Context: an optimization exercise on an open-source flow, tuned for small area. The choices shown serve that exercise and are no tape-out recipe.
The RTL was checked by simulation tests, not by an equivalence proof against the original design.
The clock port is modelled as an ideal driver; clocking choices that lean on that would not hold on a real chip.
Power and IR drop assume default switching activity.

==> design/flow/design.v <==
module qspi_memory_slave (
    input  logic        CLK,
    input  logic        RST,
    input  logic        SS,
    input  logic        SCLK,
    input  logic [1:0]  QD_READ,
    output logic [1:0]  QD_WRITE,
    output logic [1:0]  QD_WRITE_ENABLE,
    output logic        XFER_DONE,
    output logic [15:0] BYTE_COUNT,
    output logic        CMD_ERR
);
    localparam logic [7:0] CMD_WRITE = 8'h02;
    localparam logic [7:0] CMD_READ  = 8'h03;
    typedef enum logic [2:0] {
        S_IDLE   = 3'd0,
        S_DONE   = 3'd1,
        S_CMD    = 3'd2,
        S_REJECT = 3'd3,
        S_ADDR1  = 3'd4,
        S_ADDR2  = 3'd5,
        S_RD     = 3'd6,
        S_WR     = 3'd7
    } state_t;
    state_t state, state_nxt;
    logic [1:0] ss_sync, sclk_sync;
    logic       ss_prev, sclk_prev;
    logic       ss_rise, ss_fall, sclk_rise, sclk_fall;
    logic [5:0] rx_shift;
    logic [7:0] rx_byte;
    logic       rx_done;
    logic [1:0] bit_cnt, p;
    logic [7:0] addr, addr_inc;
    logic       is_write;
    logic       oe;
    logic [16:0] bc_inc;
    logic [31:0][63:0] ring;
    logic [4:0]        ph, ph_nxt;
    logic              pend, ins, wr_fire;
    logic [7:0] cand0;
    logic [1:0] cap1, cap2, cap3;
    always_ff @(posedge CLK) begin
        ss_sync   <= {ss_sync[0], SS};
        sclk_sync <= {sclk_sync[0], SCLK};
        ss_prev   <= ss_sync[1];
        sclk_prev <= sclk_sync[1];
    end
    assign ss_rise   = ss_sync[1] & ~ss_prev;
    assign ss_fall   = ~ss_sync[1] & ss_prev;
    assign sclk_rise = sclk_sync[1] & ~sclk_prev & ~ss_rise;
    assign sclk_fall = ~sclk_sync[1] & sclk_prev & ~ss_rise;
    assign rx_byte  = {rx_shift, QD_READ};
    assign rx_done  = sclk_rise && (bit_cnt == 2'd3);
    assign addr_inc = addr + 8'd1;
    assign bc_inc   = {1'b0, BYTE_COUNT} + 17'd1;   
    assign wr_fire  = RST && (state == S_WR) && rx_done;
    assign p = bit_cnt - {1'b0, sclk_prev};
    assign QD_WRITE_ENABLE = {2{oe}};
    assign XFER_DONE       = (state == S_DONE);
    always_comb begin
        case (p)
            2'd0:    QD_WRITE = cand0[{addr[1:0], 1'b0} +: 2];
            2'd1:    QD_WRITE = cap1;
            2'd2:    QD_WRITE = cap2;
            default: QD_WRITE = cap3;
        endcase
    end
    always_ff @(posedge CLK) begin
        if (!RST) state <= S_IDLE;
        else      state <= state_nxt;
    end
    always_comb begin
        state_nxt = state;
        if (ss_rise) begin
            state_nxt = (state == S_RD || state == S_WR) ? S_DONE : S_IDLE;
        end else begin
            case (state)
                S_IDLE: if (ss_fall) state_nxt = S_CMD;
                S_DONE: state_nxt = S_IDLE;
                S_CMD: begin
                    if (rx_done)
                        state_nxt = (rx_byte == CMD_WRITE || rx_byte == CMD_READ) ? S_ADDR1 : S_REJECT;
                end
                S_ADDR1: if (rx_done) state_nxt = S_ADDR2;
                S_ADDR2: if (rx_done) state_nxt = is_write ? S_WR : S_RD;
                default: ;
            endcase
        end
    end
    assign ph_nxt = ph - 5'd1;
    always_ff @(posedge CLK) ph <= ph_nxt;
    assign ins = pend && (addr[7:3] == ph_nxt);
    always_ff @(posedge CLK) begin
        for (int i = 0; i < 32; i++) begin
            ring[i] <= {ring[i][61:0],
                        (ins && addr[2:0] == 3'(i)) ? cand0[7 - 2 * (i / 8) -: 2] : ring[i][63:62]};
        end
    end
    always_ff @(posedge CLK) pend <= wr_fire || (pend && !ins);
    logic [7:0] t1, t2;
    logic [5:0] h0;
    assign h0 = (oe && p != 2'd0) ? addr_inc[7:2] : addr[7:2];
    assign t1 = (oe && p[1]) ? addr_inc : addr;
    assign t2 = (oe && p == 2'd3) ? addr_inc : addr;
    always_ff @(posedge CLK) begin
        if (wr_fire) begin
            cand0 <= rx_byte;
        end else if (!pend && h0[4:1] == ph[3:0]) begin
            for (int c = 0; c < 4; c++)
                cand0[2 * c +: 2] <= ring[{2'd0, h0[0], 2'(c)}][{h0[5] ^ ph[4], 5'd0} +: 2];
        end
        if (t1[6:3] == ph[3:0]) cap1 <= ring[{2'd1, t1[2:0]}][{t1[7] ^ ph[4], 5'd0} +: 2];
        if (t2[6:3] == ph[3:0]) cap2 <= ring[{2'd2, t2[2:0]}][{t2[7] ^ ph[4], 5'd0} +: 2];
        if (addr[6:3] == ph[3:0]) cap3 <= ring[{2'd3, addr[2:0]}][{addr[7] ^ ph[4], 5'd0} +: 2];
    end
    always_ff @(posedge CLK) begin
        if (sclk_rise) rx_shift <= rx_byte[5:0];
        if (ss_fall) bit_cnt <= 2'd0;
        else if (sclk_rise) bit_cnt <= bit_cnt + 2'd1;
        if (rx_done && state == S_CMD) is_write <= (rx_byte == CMD_WRITE);
        if (ins) addr <= addr_inc;
        else if (state == S_ADDR2 && bit_cnt == 2'd3) addr <= rx_byte;
        else if (state == S_ADDR2 && bit_cnt == 2'd2) addr[7:2] <= {rx_shift[3:0], QD_READ};
        else if (sclk_fall && state == S_RD && oe && bit_cnt == 2'd0) addr <= addr_inc;
    end
    always_ff @(posedge CLK) begin
        if (!RST) begin
            oe         <= 1'b0;
            BYTE_COUNT <= '0;
            CMD_ERR    <= 1'b0;
        end else begin
            if (ss_rise) begin
                oe <= 1'b0;
            end else if (state == S_IDLE) begin
                if (ss_fall) BYTE_COUNT <= '0;
            end else begin
                if (rx_done) begin
                    if (state == S_CMD && rx_byte != CMD_WRITE && rx_byte != CMD_READ) CMD_ERR <= 1'b1;
                    if ((state == S_WR || state == S_RD) && !bc_inc[16]) BYTE_COUNT <= bc_inc[15:0];
                end
                if (sclk_fall && state == S_RD) oe <= 1'b1;
            end
        end
    end
endmodule
==> design/flow/flow/run.sh <==
#!/bin/bash
# Own flow: the standard layout (standard.sh) with clock tree synthesis told not to add
# dummy loads and to cluster the flip-flops under smaller leaf buffers. The make output goes to
# standard_flow.log here; each ORFS step also keeps its own log under orfs/logs.
set -euo pipefail
export CTS_ARGS="-sink_clustering_enable -repair_clock_nets -dont_use_dummy_load -buf_list {sky130_fd_sc_hd__clkbuf_8} -sink_clustering_size 20 -sink_clustering_max_diameter 45"
bash standard.sh > standard_flow.log 2>&1
==> design/flow/standard.sh <==
#!/bin/bash
# synth_recipe.tcl (not shown) runs the flow's synth.tcl, then flattens the netlist and writes it again
# the make line also repeats each setting of config.mk as NAME=value (left out here)
make -C /OpenROAD-flow-scripts/flow DESIGN_CONFIG=/design/flow/config.mk WORK_HOME=/design/flow/orfs CLKGATE_MAP_FILE= SYNTH_SCRIPT=/design/flow/synth_recipe.tcl "${@:-finish}"
==> design/flow/config.mk <==
export PLATFORM = sky130hd
export DESIGN_NAME = qspi_memory_slave
export DESIGN_NICKNAME = qspi_memory_slave
export VERILOG_FILES = /design/flow/design.v
export SDC_FILE = /design/flow/constraint.sdc
export NUM_CORES = 4
export LEC_CHECK = 0
export CAP_MARGIN = 20
export CORE_MARGIN = 2
export CORE_UTILIZATION = 75
export PLACE_DENSITY = 0.8
export SLEW_MARGIN = 20
==> design/flow/constraint.sdc <==
create_clock -name core_clock -period 8.0 [get_ports {CLK}]
set_input_delay 1.6000 -clock core_clock [delete_from_list [all_inputs] [get_ports {CLK}]]
set_output_delay 1.6000 -clock core_clock [all_outputs]
set_load 0.01 [all_outputs]
==> results of run 1 <==
[power groups by stage]
stage | Combinational [mW] | Clock (mW) | Sequential (mW)
final | 0.0743 | 4.38 | 10.5
after global routing | 0.0783 | 4.82 | 10.5
after CTS | 0.0732 | 4.45 | 10.5
after detailed placement | 0.0715 | 0 | 10.8
after global placement | 0.0676 | 0 | 10.8
after floorplan | 0.0464 | 0 | 10.8
[per-layer routing]
layer  up-vias  part of all wire (%)  GRT usage (%)
met5         -                     0              0
met4         0                   2.2          7.760
met3       115                   4.5          4.256
met2       448                    48          38.76
met1      8730                    45          31.75
li1       8694                     -              -
[cells in the mapped netlist, drive strengths merged, types with 4 or more instances]
library cell / number / share of area [%]
a211oi: 4 / 0.064
a21oi: 21 / 0.23
a22oi: 12 / 0.19
a31oi: 7 / 0.094
and2: 7 / 0.094
and3: 8 / 0.11
buf: 12 / 0.16
clkbuf: 19 / 0.15
dfxtp: 2083 / 89
edfxtp: 29 / 1.9
ha: 14 / 0.38
inv: 15 / 0.12
mux2: 74 / 1.8
mux2i: 29 / 0.65
mux4: 18 / 0.87
nand2: 48 / 0.40
nand2b: 5 / 0.067
nand3: 26 / 0.28
nand4: 11 / 0.15
nor2: 43 / 0.35
nor2b: 8 / 0.11
nor3: 5 / 0.054
nor3b: 9 / 0.14
nor4: 8 / 0.12
o21ai: 24 / 0.26
o221ai: 4 / 0.075
o22ai: 14 / 0.19
or3: 4 / 0.054
xnor2: 19 / 0.47
xor2: 20 / 0.39
[sequential cells by signal, summed over array words and instances (netlist names), 2 cells and up]
register and cells:
cap1 2, ph 5, sclk_sync 2, cap2 2
ss_sync 2, addr 8, cand0 8, rx_shift 6
cap3 2, bit_cnt 2, ring 2048, BYTE_COUNT 16
state 3
[stage by stage]
stage               std cells  utilization [%]
finish                   3615            80.76
global route             3612            80.75
CTS                      3611            80.73
detailed placement       3473            77.65
global placement         3473            77.65
floorplan                2638                -
[cell type report]
| type | count | area share [%] |
|---|---|---|
| flip-flops and latches | 2112 | 85.58 |
| multi-input cells | 479 | 7.785 |
| clock buffers | 138 | 3.818 |
| well taps | 837 | 2.105 |
| repair buffers | 29 | 0.5735 |
| inverters | 16 | 0.1207 |
| diodes | 4 | 0.02012 |
[kinds of logic after synthesis]
group / after synthesis / synth area share [%]
DFF: 2112 / 91.27
AOI/OAI and AO/OA: 112 / 1.596
adders and majority gates: 14 / 0.3756
xor gates and xnor gates: 40 / 0.9121
and+or+nand+nor: 192 / 2.100
muxes: 121 / 3.305
buffers and inverters: 47 / 0.4372
[final timing paths]
kind | end | slack (ns) | cells after the start
min reg2reg | ring[1482] | 0.27 | 0
max reg2reg | cap2[0] | 4.34 | 9
min | ring[1482] | 0.27 | 0
max | QD_WRITE[1] | 3.43 | 4
[cells in the final DEF, fill, tap and decap left out, types with 18 or more instances in the layout]
cell type / synthesis / final
mux4_2: 18 / 18
clkbuf_8: 0 / 138
xor2_1: 19 / 19
nand3_1: 26 / 26
edfxtp_1: 29 / 29
clkdlybuf4s50_1: 0 / 27
nor2_1: 43 / 43
o21ai_0: 23 / 23
nand2_1: 45 / 45
mux2_2: 72 / 72
dfxtp_1: 2083 / 2083
mux2i_1: 28 / 28
a21oi_1: 21 / 21
==> impl_metrics.toml, run 1 <==
[sta]
whs_ns = 0.2701
slew_headroom_pct = 32.34
fmax_mhz = 218.9
rsz0062_at_grt = "no"
min_period_ns = 4.567
worst_pin_slew_ns = 1.015
min_period_over_period_pct = 57.09
finalHoldViolations = 0
setup_viol = 0
setup_slack_ns = 3.433
tns_ns = 0
clock_skew_ns = 0.09008
maxSlewViolCount = 0

[detailed_routing]
wl_per_cell_um = 20.18
ant_nets = 0
drc = 0
firstDrtPassIters = 5
routed_wl_um = 72930
viasPerCell = 4.976
vias = 17990
drt_iter0_drc = 1048

[setup_path]
critPathSlowestCell = "mux4_2"
cp_top_family = "buffers and inverters"
crit_path_start = "bit_cnt[0]"
start_kind = "flop"
cp_slowest_stage_delay_ns = 0.62
cp_max_fo = 8
cp-end-kind = "output port"
crit_path_cell_trace = "inv_1, ha_1, mux4_2, clkdlybuf4s50_1"
worstPathArrival_ns = 2.97
path_buf_inv = 2
crit_required_ns = 6.40
r2r-start = "addr[0]"
critPathKind = "flop to output port"

[die]
io_pins = 28
die_h_um = 253.4
die-width_um = 253.4
rows = 91
start_util_pct = 75.72
dieArea_um2 = 64200
core_um2 = 61600

[layout]
fillers = 2857
layout.nets = 2796
syn_to_final_growth_pct = 6.656
final-seq-area_um2 = 42570
final_layout_size_suffix_gt1_share_pct = 8.904
multi_input_area_um2 = 3872
fin_area_um2 = 49750

[logic_synthesis]
synth_flop_cell = "dfxtp_1"
syn_nets = 2658
avgSynthCellArea_um2 = 17.68
yosys_warnings = 1
synth.distinct_cells = 66
netlist_area_um2 = 46640
syn_inst = 2638
async_reset_ff_share_pct = 0
synth_enable_flop_cells = 29
ys_seq_area_share_pct = 91.27
ys_ff_latch = 2112

[worst_hold_path]
hold_start = "ring[1480]"
hp-class = "flop to flop"

[clocking]
cts.sinks = 2112
cts-buffers-inserted = 138
insertion_delay_ns = 0.79
ctsHoldBuffers = 0
cts.clk_slew.worst_paths_ns = 0.11
clockBufferDepth = 3
h-tree-depth = 4
tritoncts = "built"
cts_setup_buffers = 0
cts_root_buffer = "clkbuf_8"
ctsResizeCount = 0

[outcome]
status = "no timing/DRC/antenna violations"

[grt]
grtUsageTotal_pct = 23.46
grt_pass1_wl_um = 109400
first_global_vias = 18760
antenna_found_initial = 12
grt_max_degree = 33
grt.overflow.total = 0

[placement]
placed_area_um2 = 47830
place_ws_ns = 4.238
dp.final_hpwl_um = 49010
gp_congestion = 0.8598
io_buffers = 27

[power_and_ir_drop]
netSwitchingPower_mw = 2.874
leakagePower_nw = 19.58
intPower_mw = 12.12
power_frac_seq_pct = 70.3
power_switching_share_pct = 19.17
p_total_mw = 14.99
comb_power_share_pct = 0.5
power.density_nw_per_um2 = 301.4
pwr-share-clk_pct = 29.2
max-vdd-ir-drop_mv = 0.2232

[job]
drv_cap = 0
==> run 2: changes to the inputs <==
--- a/design/flow/design.v
+++ b/design/flow/design.v
@@ -99,7 +99,22 @@
     always_ff @(posedge CLK) pend <= wr_fire || (pend && !ins);
-    logic [7:0] t1, t2;
-    logic [5:0] h0;
-    assign h0 = (oe && p != 2'd0) ? addr_inc[7:2] : addr[7:2];
-    assign t1 = (oe && p[1]) ? addr_inc : addr;
-    assign t2 = (oe && p == 2'd3) ? addr_inc : addr;
+    logic hit_a, hit_b, tap_a, tap_b, inc0, inc1, inc2;
+    logic hit0, hit1, hit2, tap0, tap1, tap2;
+    logic [2:0] r1, r2;
+    logic       g0;
+    assign hit_a = (addr[6:3] == ph[3:0]);
+    assign hit_b = (addr_inc[6:3] == ph[3:0]);
+    assign tap_a = addr[7] ^ ph[4];
+    assign tap_b = addr_inc[7] ^ ph[4];
+    assign inc0 = oe && (p != 2'd0);
+    assign inc1 = oe && p[1];
+    assign inc2 = oe && (p == 2'd3);
+    assign hit0 = inc0 ? hit_b : hit_a;
+    assign tap0 = inc0 ? tap_b : tap_a;
+    assign g0   = inc0 ? addr_inc[2] : addr[2];
+    assign hit1 = inc1 ? hit_b : hit_a;
+    assign tap1 = inc1 ? tap_b : tap_a;
+    assign r1   = inc1 ? addr_inc[2:0] : addr[2:0];
+    assign hit2 = inc2 ? hit_b : hit_a;
+    assign tap2 = inc2 ? tap_b : tap_a;
+    assign r2   = inc2 ? addr_inc[2:0] : addr[2:0];
     always_ff @(posedge CLK) begin
@@ -107,9 +122,9 @@
             cand0 <= rx_byte;
-        end else if (!pend && h0[4:1] == ph[3:0]) begin
+        end else if (!pend && hit0) begin
             for (int c = 0; c < 4; c++)
-                cand0[2 * c +: 2] <= ring[{2'd0, h0[0], 2'(c)}][{h0[5] ^ ph[4], 5'd0} +: 2];
+                cand0[2 * c +: 2] <= ring[{2'd0, g0, 2'(c)}][{tap0, 5'd0} +: 2];
         end
-        if (t1[6:3] == ph[3:0]) cap1 <= ring[{2'd1, t1[2:0]}][{t1[7] ^ ph[4], 5'd0} +: 2];
-        if (t2[6:3] == ph[3:0]) cap2 <= ring[{2'd2, t2[2:0]}][{t2[7] ^ ph[4], 5'd0} +: 2];
-        if (addr[6:3] == ph[3:0]) cap3 <= ring[{2'd3, addr[2:0]}][{addr[7] ^ ph[4], 5'd0} +: 2];
+        if (hit1)  cap1 <= ring[{2'd1, r1}][{tap1, 5'd0} +: 2];
+        if (hit2)  cap2 <= ring[{2'd2, r2}][{tap2, 5'd0} +: 2];
+        if (hit_a) cap3 <= ring[{2'd3, addr[2:0]}][{tap_a, 5'd0} +: 2];
     end
==> design/flow/flow/run.sh (replaced) <==
#!/bin/bash
# Own flow: the standard layout (standard.sh) with two changes of how the layout is made:
# clock tree synthesis adds no dummy loads and clusters the flip-flops (at most 18, within 60 um)
# under clkbuf_8 leaf buffers fed by clkbuf_16 tree buffers, and the port buffers are the
# smallest buffer cell. The make output goes to standard_flow.log here; each ORFS step also
# keeps its own full log under orfs/logs.
set -euo pipefail
export CTS_ARGS="-sink_clustering_enable -repair_clock_nets -dont_use_dummy_load -buf_list {sky130_fd_sc_hd__clkbuf_8} -root_buf sky130_fd_sc_hd__clkbuf_16 -tree_buf sky130_fd_sc_hd__clkbuf_16 -sink_clustering_buffer sky130_fd_sc_hd__clkbuf_8 -sink_clustering_size 18 -sink_clustering_max_diameter 60"
export BUFFER_PORTS_ARGS="-buffer_cell sky130_fd_sc_hd__buf_1"
bash standard.sh > standard_flow.log 2>&1
==> impl_metrics.toml, run 2 <==
[logic_synthesis]
avgSynthCellArea_um2 = 17.98
synth-compound-area-share_pct = 1.389
synthSimpleGateAreaFrac_pct = 1.801
yosys_warnings = 1
synth.distinct_cells = 64
ys_ff_latch = 2112
async_reset_ff_share_pct = 0
syn_nets = 2601
ys_seq_area_share_pct = 91.74
synthMuxAreaShare_pct = 3.435
syn_inst = 2581
netlist_area_um2 = 46400
synth_top_family_by_area = "multiplexers"
synth_fa_ha_area_share_pct = 0.3775
yosysTopAreaCell = "dfxtp_1"
synth_flop_cell = "dfxtp_1"
yosysMostFrequentCell = "dfxtp_1"
synth_common_cells = "2,083 x dfxtp_1, 81 x mux2_2, 38 x nor2_1"
synthXorXnorAreaFrac_pct = 0.8548
yosys-top-cells-area = "dfxtp_1 90%, mux2_2 2.0%, edfxtp_1 1.9%"
synth_enable_flop_cells = 29
yosys.area.top_type_share_pct = 89.87

[worst_hold_path]
hp-class = "flop to flop"
hold_start = "ring[1609]"
hold_path_depth = 0
min_to = "ring[1611]"

[die]
core_um2 = 61480
rows = 91
dieArea_um2 = 63880
start_util_pct = 75.47
io_pins = 28
die-width_um = 252.7
die_h_um = 252.7

[layout]
multi_input_area_um2 = 3657
layout.nets = 2740
final_layout_size_suffix_gt1_share_pct = 9.419
largest_reg_flops = 2048
regMostFlops = "ring"
final_cell_mix = "2,083 x dfxtp_1, 119 x clkbuf_8, 81 x mux2_2"
reg_top3 = "ring: 2048 flops, BYTE_COUNT: 16 flops"
final-seq-area_um2 = 42570
fillers = 2675
fin_area_um2 = 49460
final_common_cell = "dfxtp_1"
syn_to_final_growth_pct = 6.593

[setup_path]
path_buf_inv = 1
start_kind = "flop"
crit_top_cell = "mux4_2"
cp_slowest_stage_delay_ns = 1.01
cp_max_fo = 22
r2r_end = "cand0[6]"
cp-end-kind = "output port"
crit_required_ns = 6.40
reg2reg_depth = 6
crit_path_cell_trace = "mux4_2, mux4_2, buf_1"
critPathKind = "flop to output port"
worstPathArrival_ns = 3.01
critPathSlowestCell = "edfxtp_1"
reg2reg_slack_ns = 4.40
cp_top_family = "multiplexers"
r2r-start = "addr[0]"

[grt]
grt_max_degree = 25
antenna_found_initial = 15
grt_pass1_wl_um = 114900
first_global_vias = 19250
grt.overflow.total = 0
grtUsageTotal_pct = 24.78

[sta]
tns_ns = 0
rsz0062_at_grt = "no"
worst_pin_slew_ns = 1.083
fmax_mhz = 216.8
clock_skew_ns = 0.06665
whs_ns = 0.3025
min_period_ns = 4.613
finalHoldViolations = 0
slew_headroom_pct = 27.34
maxSlewViolCount = 0
min_period_over_period_pct = 57.67
setup_viol = 0

[clocking]
insertion_delay_ns = 0.70
cts_setup_buffers = 0
cts.sinks = 2112
ctsResizeCount = 0
ctsHoldBuffers = 0
h-tree-depth = 4
clockBufferDepth = 3
cts_root_buffer = "clkbuf_16"
cts-buffers-inserted = 136
tritoncts = "built"
cts.clk_slew.worst_paths_ns = 0.10

[power_and_ir_drop]
leakagePower_nw = 19.60
power.density_nw_per_um2 = 308.9
max-vdd-ir-drop_mv = 0.2533

[detailed_routing]
vias = 17860
viasPerCell = 5.087
drc = 0
wl_per_cell_um = 21.81
firstDrtPassIters = 5
ant_nets = 0
drt_iter0_drc = 1167
routed_wl_um = 76580

[placement]
placed_area_um2 = 47390
gp_congestion = 0.8555
dp.final_hpwl_um = 45650
io_buffers = 27

[job]
drv_cap = 0

[outcome]
status = "no timing/DRC/antenna violations"
[run 2: cells by family after synthesis]
| kind of cell | count (synthesis) |
|---|---|
| flip-flops | 2112 |
| AND/OR/NAND/NOR | 158 |
| multiplexers | 118 |
| AO/OA/AOI/OAI | 96 |
| buffers and inverters | 44 |
| XOR/XNOR | 39 |
| adder cells (fa/ha/maj) | 14 |
[run 2: final cells by class]
cell class                      count  share of cell area, %
Sequential cell                  2112                  86.07
Multi-Input combinational cell    425                  7.394
Clock buffer                      136                  4.171
Tap cell                          790                  1.998
Timing Repair Buffer               29                 0.2302
Inverter                           16                 0.1214
Antenna cell                        3                0.01518
[run 2: power breakdown]
| part | total, mW | leakage, nW | switching (mW) | internal (mW) |
|---|---|---|---|---|
| clock | 4.67 | 1.07 | 2.94 | 1.73 |
| combinational | 0.0671 | 1.50 | 0.0448 | 0.0223 |
| sequential | 10.5 | 17.0 | 0.0110 | 10.5 |
[run 2: worst max path at each step]
stage / slack (ns) / depth (start not counted) / from / endpoint
detailed placement: 4.06 / 3 / addr[0] / QD_WRITE[1]
floorplan: 4.65 / 3 / addr[0] / QD_WRITE[0]
finish: 3.39 / 3 / addr[0] / QD_WRITE[1]
CTS: 3.34 / 3 / addr[0] / QD_WRITE[1]
global placement: 4.08 / 3 / addr[0] / QD_WRITE[1]
global route: 3.33 / 3 / addr[0] / QD_WRITE[1]
[run 2: layer usage]
layer / track usage [%] / share of wire [%] / vias to the layer above / wire length, um
li1: - / - / 8491 / -
met1: 32.72 / 44 / 8752 / 33660
met2: 41.31 / 49 / 458 / 37530
met3: 4.840 / 4.3 / 154 / 3322
met4: 8.910 / 2.7 / 4 / 2045
met5: 0 / 0.030 / - / 23
[run 2: per-stage QoR]
stage | setup WS [ns] | cells | util [%] | power, mW
after floorplan | 4.653 | 2581 | - | 10.83
after global placement | 4.085 | 3371 | 77.07 | 10.84
after detailed placement | 4.063 | 3372 | 77.08 | 10.85
after CTS | 3.335 | 3508 | 80.43 | 15.37
after global routing | 3.326 | 3509 | 80.44 | 15.72
final | 3.387 | 3511 | 80.45 | 15.28
==> run 3: changes to the inputs <==
==> design/flow/flow/run.sh (replaced) <==
#!/bin/bash
# Own flow: the standard layout (standard.sh) with three changes of how the layout is made.
#  1. Synthesis runs the standard flow's synthesis script unchanged, but with a copy of the ORFS scripts whose
#     ABC script leaves out ABC's final buffering and gate sizing (placement repairs buffering
#     itself), which maps the logic to less area. Registers are untouched by ABC.
#  2. Clock tree synthesis adds no dummy loads and clusters the flip-flops (at most 18, within
#     60 um) under clkbuf_8 leaf buffers, with a clkbuf_16 root buffer.
#     After clock tree synthesis, flow/clk_split.tcl gives a leaf cluster whose flip-flops span
#     more than 80 um (half perimeter) a second clkbuf_8 for its far half.
#  3. The port buffers are the smallest buffer cell.
# The make output goes to synth_flow.log and standard_flow.log here; each ORFS step also keeps
# its own full log under orfs/logs.
set -euo pipefail
here=$(pwd)
rm -rf "$here/scripts_mod"
cp -r "$FLOW_HOME/scripts" "$here/scripts_mod"
python3 - "$here/scripts_mod/abc_speed.script" <<'PY'
import sys
p = sys.argv[1]
t = open(p).read()
tail = "buffer -c\ntopo\nstime -c\nupsize -c\ndnsize -c\n"
assert tail in t, "unexpected ABC script"
open(p, "w").write(t.replace(tail, ""))
PY
export CTS_ARGS="-sink_clustering_enable -repair_clock_nets -dont_use_dummy_load -buf_list {sky130_fd_sc_hd__clkbuf_8} -root_buf sky130_fd_sc_hd__clkbuf_16 -sink_clustering_size 18 -sink_clustering_max_diameter 60"
export POST_CTS_TCL="$here/flow/clk_split.tcl"
export CLK_SPLIT_HPWL=80
export BUFFER_PORTS_ARGS="-buffer_cell sky130_fd_sc_hd__buf_1"
bash standard.sh SCRIPTS_DIR="$here/scripts_mod" synth > synth_flow.log 2>&1
bash standard.sh > standard_flow.log 2>&1
==> design/flow/flow/clk_split.tcl (new file) <==
# POST_CTS hook: split clock leaf nets whose flip-flops spread too far. For a leaf net whose
# sinks span more than CLK_SPLIT_HPWL um (half perimeter), the sinks are cut in two halves along
# the longer side; a new clkbuf_8 placed at the far half drives it, fed by the same net as the
# leaf buffer, so the tree keeps its depth. The placement is then legalised again.
proc clksplit_center {inst} {
  set b [$inst getBBox]
  return [list [expr {([$b xMin] + [$b xMax]) / 2}] [expr {([$b yMin] + [$b yMax]) / 2}]]
}
proc clksplit_run {limit_um} {
  set block [ord::get_db_block]
  set master [[ord::get_db] findMaster sky130_fd_sc_hd__clkbuf_8]
  set limit [expr {$limit_um * 1000}]
  set todo {}
  foreach net [$block getNets] {
    if {![string match "clknet_leaf_*" [$net getName]]} continue
    lappend todo $net
  }
  set n 0
  foreach net $todo {
    set drv ""
    set pts {}
    foreach it [$net getITerms] {
      if {[$it isOutputSignal]} { set drv $it; continue }
      lappend pts [concat [clksplit_center [$it getInst]] [list $it]]
    }
    if {$drv eq "" || [llength $pts] < 4} continue
    set xs [lsort -integer [lmap q $pts {lindex $q 0}]]
    set ys [lsort -integer [lmap q $pts {lindex $q 1}]]
    set w [expr {[lindex $xs end] - [lindex $xs 0]}]
    set h [expr {[lindex $ys end] - [lindex $ys 0]}]
    if {$w + $h <= $limit} continue
    set axis [expr {$w >= $h ? 0 : 1}]
    set pts [lsort -integer -index $axis $pts]
    set half [expr {[llength $pts] / 2}]
    set lo [lrange $pts 0 [expr {$half - 1}]]
    set hi [lrange $pts $half end]
    # the half farther from the leaf buffer gets the new buffer
    set leaf [$drv getInst]
    set bpos [lindex [clksplit_center $leaf] $axis]
    set far $hi
    if {abs($bpos - [lindex [lindex $hi end] $axis]) < abs($bpos - [lindex [lindex $lo 0] $axis])} { set far $lo }
    set parent [[$leaf findITerm A] getNet]
    set name "clksplit_$n"
    set inst [odb::dbInst_create $block $master $name]
    set newnet [odb::dbNet_create $block "${name}_net"]
    $newnet setSigType CLOCK
    [$inst findITerm A] connect $parent
    [$inst findITerm X] connect $newnet
    set sx 0; set sy 0
    foreach q $far {
      set it [lindex $q 2]
      $it disconnect
      $it connect $newnet
      incr sx [lindex $q 0]; incr sy [lindex $q 1]
    }
    set cx [expr {$sx / [llength $far]}]
    set cy [expr {$sy / [llength $far]}]
    $inst setLocation [expr {$cx - [$master getWidth] / 2}] [expr {$cy - [$master getHeight] / 2}]
    $inst setPlacementStatus PLACED
    puts "CLKSPLIT [$net getName] span [expr {($w + $h) / 1000.0}] um: [llength $far] sinks to $name"
    incr n
  }
  puts "CLKSPLIT split $n leaf nets"
  if {$n > 0} {
    global_connect
    detailed_placement
    check_placement -verbose
  }
}
clksplit_run $::env(CLK_SPLIT_HPWL)
==> impl_metrics.toml, run 3 <==
[die]
dieArea_um2 = 63610
die_h_um = 252.2
io_pins = 28
rows = 90
die-width_um = 252.2
core_um2 = 60580
start_util_pct = 76.27

[logic_synthesis]
yosysTopAreaCell = "dfxtp_1"
yosys_warnings = 1
syn_nets = 2575
netlist_area_um2 = 46210
synth_enable_flop_cells = 29
synth_common_cells = "2,083 x dfxtp_1, 81 x mux2_1, 38 x nor2_1"
async_reset_ff_share_pct = 0
syn_inst = 2555
yosys-top-cells-area = "dfxtp_1 90%, mux2_1 2.0%, edfxtp_1 1.9%"
ys_seq_area_share_pct = 92.13
synth.distinct_cells = 51
avgSynthCellArea_um2 = 18.08
ys_ff_latch = 2112
yosys.area.top_type_share_pct = 90.25
synth_flop_cell = "dfxtp_1"
yosysMostFrequentCell = "dfxtp_1"

[setup_path]
critPathKind = "flop to output port"
crit_path_cell_trace = "mux4_2, mux4_2, buf_1"
cp_max_fo = 22
reg2reg_slack_ns = 3.97
cp_slowest_stage_delay_ns = 0.99
crit_required_ns = 6.40
path_buf_inv = 1
worstPathArrival_ns = 3.02
cp-end-kind = "output port"
critPathSlowestCell = "edfxtp_1"
start_kind = "flop"
crit_top_cell = "mux4_2"
cp_top_family = "multiplexers"

[power_and_ir_drop]
max-vdd-ir-drop_mv = 0.2929
pwr-share-clk_pct = 29.8
intPower_mw = 12.18
netSwitchingPower_mw = 2.942
comb_power_share_pct = 0.5
leakagePower_nw = 19.58
power_switching_share_pct = 19.46
power_frac_seq_pct = 69.7
p_total_mw = 15.12
power.density_nw_per_um2 = 306.6

[detailed_routing]
routed_wl_um = 75650
drt_iter0_drc = 1250
met2_length_um = 35800
firstDrtPassIters = 5
vias = 18070
viasPerCell = 5.138
drc = 0
met1_length_um = 33150
top_layer = "met5"
wl_met3_um = 4050
wl_per_cell_um = 21.51
ant_nets = 0

[sta]
min_period_ns = 4.623
finalHoldViolations = 0
fmax_mhz = 216.3
clock_skew_ns = 0.06713
slew_headroom_pct = 15.85
maxSlewViolCount = 0
tns_ns = 0
min_period_over_period_pct = 57.78
rsz0062_at_grt = "no"
worst_pin_slew_ns = 1.262
setup_viol = 0

[grt]
grt.overflow.total = 0
grt_max_degree = 23
grt_pass1_wl_um = 113100
first_global_vias = 19080
antenna_found_initial = 17
grtUsageTotal_pct = 24.50

[layout]
syn_to_final_growth_pct = 6.745
layout.nets = 2749
final_cell_mix = "2,083 x dfxtp_1, 142 x clkbuf_8, 81 x mux2_1"
final_common_cell = "dfxtp_1"
final_layout_size_suffix_gt1_share_pct = 6.344
regMostFlops = "ring"
largest_reg_flops = 2048
fillers = 2654
reg_top3 = "ring: 2048 flops, BYTE_COUNT: 16 flops"

[job]
drv_cap = 0

[worst_hold_path]
hp-class = "flop to flop"

[clocking]
insertion_delay_ns = 0.70
cts.sinks = 2112
tritoncts = "built"
cts.clk_slew.worst_paths_ns = 0.09

[outcome]
status = "no timing/DRC/antenna violations"

[placement]
io_buffers = 27
dp.final_hpwl_um = 46570
gp_congestion = 0.8325
-- run 3: cell type report, clock buffers not listed --
class | instances | area [um^2] | share of cell area, %
antenna | 8 | 20.02 | 0.04059
buffer | 8 | 110.1 | 0.2232
tap | 782 | 978.4 | 1.984
inverter | 16 | 60.06 | 0.1218
sequential | 2112 | 42570 | 86.31
multi-input combinational | 425 | 3582 | 7.263
timing repair buffer | 31 | 131.4 | 0.2664
-- run 3: cell families (layout without fill, tap and decap cells) --
group                      Yosys count  in the layout  share of synthesized area (%)
AOI/OAI and AO/OA                   96             96                          1.378
buffers and inverters               18            190                         0.1625
and+or+nand+nor                    158            158                          1.752
xor gates and xnor gates            39             39                         0.7690
muxes                              118            118                          3.425
adders and majority gates           14             14                         0.3791
DFF                               2112           2112                          92.13
other                                0              8                              0
-- run 3: worst paths after layout --
kind / from / to / cells past startpoint
hold / removal: ring[1860] / ring[1862] / 0
setup / recovery: addr[0] / QD_WRITE[1] / 3
hold reg to reg: ring[1860] / ring[1862] / 0
setup reg to reg: addr[0] / cap2[0] / 6
-- run 3: through the flow --
stage                     hold WS, ns  worst slack [ns]  instances  util [%]  area [um^2]
after global placement         0.3095             4.089       3366     78.09        47310
final                          0.2772             3.377       3517     81.41        49320
after detailed placement       0.3121             4.039       3366     78.09        47310
after floorplan                0.3096             4.121       2555         -        46210
after global routing           0.2763             3.310       3510     81.38        49300
-- run 3: layer usage --
metal | vias up | track usage (%)
met2 | 614 | 39.72
met4 | 2 | 10.21
met5 | - | 0
met1 | 8714 | 32.47
met3 | 217 | 5.345
li1 | 8524 | -
-- run 3: power by group through the flow --
stage / registers (mW) / clock network (mW) / logic, mW
final: 10.5 / 4.51 / 0.0687
after global routing: 10.5 / 4.92 / 0.0715
after global placement: 10.8 / 0 / 0.0573
after floorplan: 10.8 / 0 / 0.0403
after detailed placement: 10.8 / 0 / 0.0644

-- static timing again, ports no longer ideal --
The results above use ideal ports. As a check the final layouts listed here were re-extracted and re-timed, cells and wires unchanged. Step 1 assumes that a clkbuf_16 drives the clock port and a buf_2 every other input. Step 2 adds t to the input delays and takes it off the output delays; t is the mean of the earliest and latest rising clock arrival at the registers after step 1. Input paths then give back, and output paths get back, about the clock's delay inside the block. a / b / c = no drivers / after step 1 / after step 2; a / b = the first two.
run	t, ns	slack for setup (ns)	worst setup path after step 2	worst register clock-pin slew, ns
run 1	0.807	3.433 / 3.374 / 4.181	register to output	0.12 / 0.12
run 2	0.733	3.387 / 3.324 / 4.057	register to output	0.12 / 0.12
run 3	0.720	3.377 / 3.313 / 3.970	register to register	0.11 / 0.11
After both steps setup and hold are still met in every run listed.
